This design comes from an exercise in tuning for small area on the open sky130 flow, not from production work.
Only simulation tests tie the RTL to the original design; equivalence was not proved.

==> flow/design.v (outline; a module is shown in full before it is edited, if it fits) <==
// module direction_to_cube_cross_texel: 2988 lines
module direction_to_cube_cross_texel (
  input  logic               clk,
  input  logic               rst,
  input  logic               start,
  output logic               busy,
  input  logic signed [15:0] dir_x,
  input  logic signed [15:0] dir_y,
  input  logic signed [15:0] dir_z,
  input  logic               cfg_we,
  input  logic [10:0]        cfg_wdata,
  output logic               done,
  output logic               hit,
  output logic [2:0]         face,
  output logic [11:0]        texel_col,
  output logic [11:0]        texel_row,
  output logic [23:0]        texel_addr
);
  // ...
==> flow/run.sh <==
#!/bin/bash
# synth_recipe.tcl (not shown) runs the flow's synth.tcl, then flattens the netlist and writes it again
# the make line also repeats each setting of config.mk as NAME=value (left out here)
make -C /OpenROAD-flow-scripts/flow DESIGN_CONFIG=/design/flow/config.mk WORK_HOME=/design/flow/orfs CLKGATE_MAP_FILE= SYNTH_SCRIPT=/design/flow/synth_recipe.tcl finish
==> flow/config.mk <==
export PLATFORM = sky130hd
export DESIGN_NAME = direction_to_cube_cross_texel
export DESIGN_NICKNAME = direction_to_cube_cross_texel
export VERILOG_FILES = /design/flow/design.v
export SDC_FILE = /design/flow/constraint.sdc
export NUM_CORES = 4
export LEC_CHECK = 0
export ABC_AREA = 1
export CAP_MARGIN = 20
export CORE_MARGIN = 2
export CORE_UTILIZATION = 65
export PLACE_DENSITY = 0.75
export SLEW_MARGIN = 20
==> flow/constraint.sdc <==
create_clock -name core_clock -period 9.0 [get_ports {clk}]
set_input_delay 1.8000 -clock core_clock [delete_from_list [all_inputs] [get_ports {clk}]]
set_output_delay 1.8000 -clock core_clock [all_outputs]
set_load 0.01 [all_outputs]
==> results.yml, run 1 <==
run_status:
  status: "complete, no violations"
synth:
  yosysSeqAreaShare_pct: 16.2
  synth_top_cell_by_area: "dfxtp_1"
  yosysWarnings: 1
  synth-xor-area-share_pct: 12.1
  synth_edf_count: 0
worst_hold_path:
  hold_end: "qc2_s3"
  hold_depth: 0
routing:
  drt-vias-per-instance: 5.57
  m1WireLength_um: 50700
  vias: 42770
worst_setup_path:
  path_delay_family: "compound AO/OA/AOI/OAI gates"
  critical_path_required_ns: 7.20
  reg2reg_depth: 71
global_route:
  grtUsageTotal_pct: 33.4
floorplan:
  rows: 96
  num_tap_cells: 931
  core_area_um2: 68900
clocking:
  cts_resized: 0
  clk_pin_slew_ns: 0.07
layout:
  utilization_pct: 70.1
  multi_input_area_share_pct: 65.9
  instances_no_fill: 7678
placed_design:
  globalplace.congestion: 0.973
==> run 2: changes to the inputs <==
--- a/flow/config.mk
+++ b/flow/config.mk
@@ -8,6 +8,5 @@
 export ABC_AREA = 1
 export CAP_MARGIN = 20
 export CORE_MARGIN = 2
-export CORE_UTILIZATION = 65
-export PLACE_DENSITY = 0.75
+export CORE_UTILIZATION = 40
 export SLEW_MARGIN = 20
==> run 2 against run 1 <==
  * Die area increased by 61%
  * Non-clock buffer count increased by 13
  * Routed wire length up 5.3%
  * Synthesized area unchanged
  * Register-to-register slack improved by 0.12 ns
  * Worst setup slack got worse by 0.10 ns
  * Clock skew up 0.014 ns
  * Final cell count is 7.6% higher
  * Utilization shrank 26 points
  * Global-route usage shrank 12 points
  * Fmax decreased by 1.2%
  * Critical path type unchanged
==> results.yml, run 2 <==
run_status:
  status: "complete, no violations"
worst_hold_path:
  hold_end: "qc2_s5"
  min_from: "qc2_s4"
  hold_depth: 0
  hp-class: "flip-flop to flip-flop"
routing:
  drt_first_iter_violations: 3590
  wl_um: 127000
  post_drt_wl_per_cell_um: 15.4
  drc: 0
  firstDrtPassIters: 6
  ant_nets: 0
  drt-vias-per-instance: 5.08
  vias: 41977
worst_setup_path:
  cp_num_buf_inv: 9
  crit_arrival_ns: 6.58
  crit_start: "tile3[3]"
  cp_common_cell: "inv_1"
  cp_num_cells: 33
  critical_path_required_ns: 7.20
  max_stage_delay_ns: 0.68
  path_delay_family: "compound AO/OA/AOI/OAI gates"
  start_kind: "flip-flop"
  r2r_end: "rc_s3[14]"
  slowest_stage: "dfxtp_1"
  reg2reg_from: "m_s2[1]"
  reg2reg_depth: 73
  worstSetupPathType: "flip-flop to output pin"
  path_max_fanout: 8
  reg2reg_setup_slack_ns: 0.91
  critPathCaptureType: "output pin"
synth:
  synth_area_leaders: "dfxtp_1 (16%), nand2_1 (15%), inv_1 (9.4%), xor2_1 (9.2%), fa_1 (8.5%)"
  synth_nets: 7268
  synth_top_cell_by_area: "dfxtp_1"
  synth.most_common_cell: "nand2_1"
  ys.flop_type: "dfxtp_1"
  synth_cell_types: 62
  yosysSeqAreaShare_pct: 16.2
  yosys-top-cells-count: "nand2_1 (1848), inv_1 (1137), xor2_1 (476)"
  yosysTopAreaCellShare_pct: 16.2
  ys_ff_latch: 368
  synth_edf_count: 0
  netlist_instances: 6770
  syn_avg_cell_area_um2: 6.71
  async_flop_share_pct: 0
  yosysWarnings: 1
  syn-cell-area_um2: 45400
layout:
  fillers: 11588
  final_common_cell: "nand2_1"
  layout_common_cells: "nand2_1 (1841), inv_1 (1133), xor2_1 (470)"
  instances_no_fill: 8261
  area_delta_synth_final_pct: 8.05
  antennaDiodeCount: 0
  drive_gt1_share_pct: 9.73
  postLayoutCellArea_um2: 49100
  fin_nets: 7227
  utilization_pct: 43.6
clocking:
  clockBufferDepth: 3
  cts_sinks: 368
  clk-insertion-delay-late_ns: 0.62
  cts_tree: "yes"
  numCtsBuffers: 43
  h-tree-depth: 2
  clk_pin_slew_ns: 0.07
  cts_root_buffer: "clkbuf_16"
sta:
  setup_viol: 0
  worstMarginPinSlew_ns: 0.904
  slew_headroom_pct: 39.5
  worst_slack_ns: 0.618
  min_period_ns: 8.38
  period_share_pct: 93.1
  fmax_ghz: 0.119
  hold_violations: 0
  slew_violations: 0
  rsz0062_at_grt: "true"
  finClkSkew_ns: 0.0441
floorplan:
  die_x_um: 341
  die_y_um: 341
  die-area_um2: 116000
  start_util_pct: 40.4
  rows: 123
  io_pins: 117
  core_area_um2: 112000
global_route:
  grt_max_degree: 30
  grtUsageTotal_pct: 21.6
  antenna_found_initial: 1
  grt_pass1_wl_um: 209000
  grt_pass1_vias: 40103
  grt-ovfl-total: 0
flow_run:
  drv_cap: 0
placed_design:
  dp_cells: 8175
  hpwlAfterDp_um: 99900
  port_buffers: 115
  place_ws_ns: 0.520
  place_area_um2: 47400
  globalplace.congestion: 0.948
-- run 2: cell counts after synthesis --
Identical to the previous run, type by type.
-- run 2: repair_timing --
item                                    in CTS  in global routing
buffers inserted                             0                  8
gates resized for setup                      0                 41
hold buffers                                 0                  0
endpoints found under the setup margin       0                 81
-- run 2: how the worst max path moves through the flow --
stage | end | slack [ns]
floorplan | rr_s1[10] | 1.78
global placement | ivr_s1 | 0.51
detailed placement | qc15_s5 | 0.52
CTS | texel_addr[23] | 0.04
global route | texel_addr[23] | -0.02
finish | texel_addr[23] | 0.62
-- run 2: worst reg2reg max path, delay by kind of cell, from the launching register on --
family                 cells  cell delay, ns
flip-flops                 1            0.38
XOR/XNOR                   1            0.32
AND/OR/NAND/NOR           70            6.77
buffers and inverters      2            0.42
-- run 2: cells by family after synthesis --
kind of cell	synth area share (%)
xor gates and xnor gates	12.1
AOI/OAI and AO/OA	10.3
buffers and inverters	14.0
and+or+nand+nor	32.2
other	0.00825
adders and majority gates	15.2
DFF	16.2
-- run 2: layout make-up --
type | instances | area (um2) | area share [%]
Multi-Input combinational cell | 4891 | 31800 | 64.8
Tap cell | 1500 | 1880 | 3.82
Sequential cell | 368 | 7380 | 15.0
Clock inverter | 20 | 256 | 0.523
Clock buffer | 57 | 1210 | 2.46
Timing Repair inverter | 1 | 5.00 | 0.0102
Inverter | 1197 | 4530 | 9.24
Timing Repair Buffer | 227 | 2000 | 4.07
-- run 2: layer usage --
layer  vias to the layer above  routed length (um)  GRT usage [%]  share of wire, %
met1                     19352               56700           28.0                45
met4                         2                3480           5.97               2.7
li1                      21155                   -              -                 -
met3                       266                7760           2.95               6.1
met2                      1202               59400           37.4                47
met5                         -                  13              0             0.010
-- run 2: metrics by stage --
stage	hold slack, ns	TNS [ns]
global placement	0.310	0
floorplan	0.310	0
finish	0.296	0
CTS	0.302	0
detailed placement	0.312	0
global route	0.307	-0.0152

-- what the ideal ports hide --
In the flow no input, the clock included, has a driving cell. The finished layouts below were timed again as built, in two steps. Step 1 (the two cells are an assumption about what drives the block):
set clk [get_ports {clk}]
set_driving_cell -lib_cell sky130_fd_sc_hd__clkbuf_16 $clk
set_driving_cell -lib_cell sky130_fd_sc_hd__buf_2 [delete_from_list [all_inputs] $clk]
Step 2 adds t to the input delays and takes it off the output delays; t is the mean of the earliest and latest rising clock arrival at the registers after step 1. Input paths then give back, and output paths get back, about the clock's delay inside the block. a / b / c = no drivers / after step 1 / after step 2; a / b = the first two.
| run | t (ns) | slack for setup (ns) | worst slew at a driven data input, ns |
|---|---|---|---|
| run 1 | 0.657 | 0.722 / 0.652 / 0.349 | 0.05 |
| run 2 | 0.660 | 0.618 / 0.555 / 0.698 | 0.04 |
After both steps every run listed still meets setup and hold. The setup slack of run 1, which loses most, moves by -0.070 ns with the drivers and by -0.373 ns with both steps.
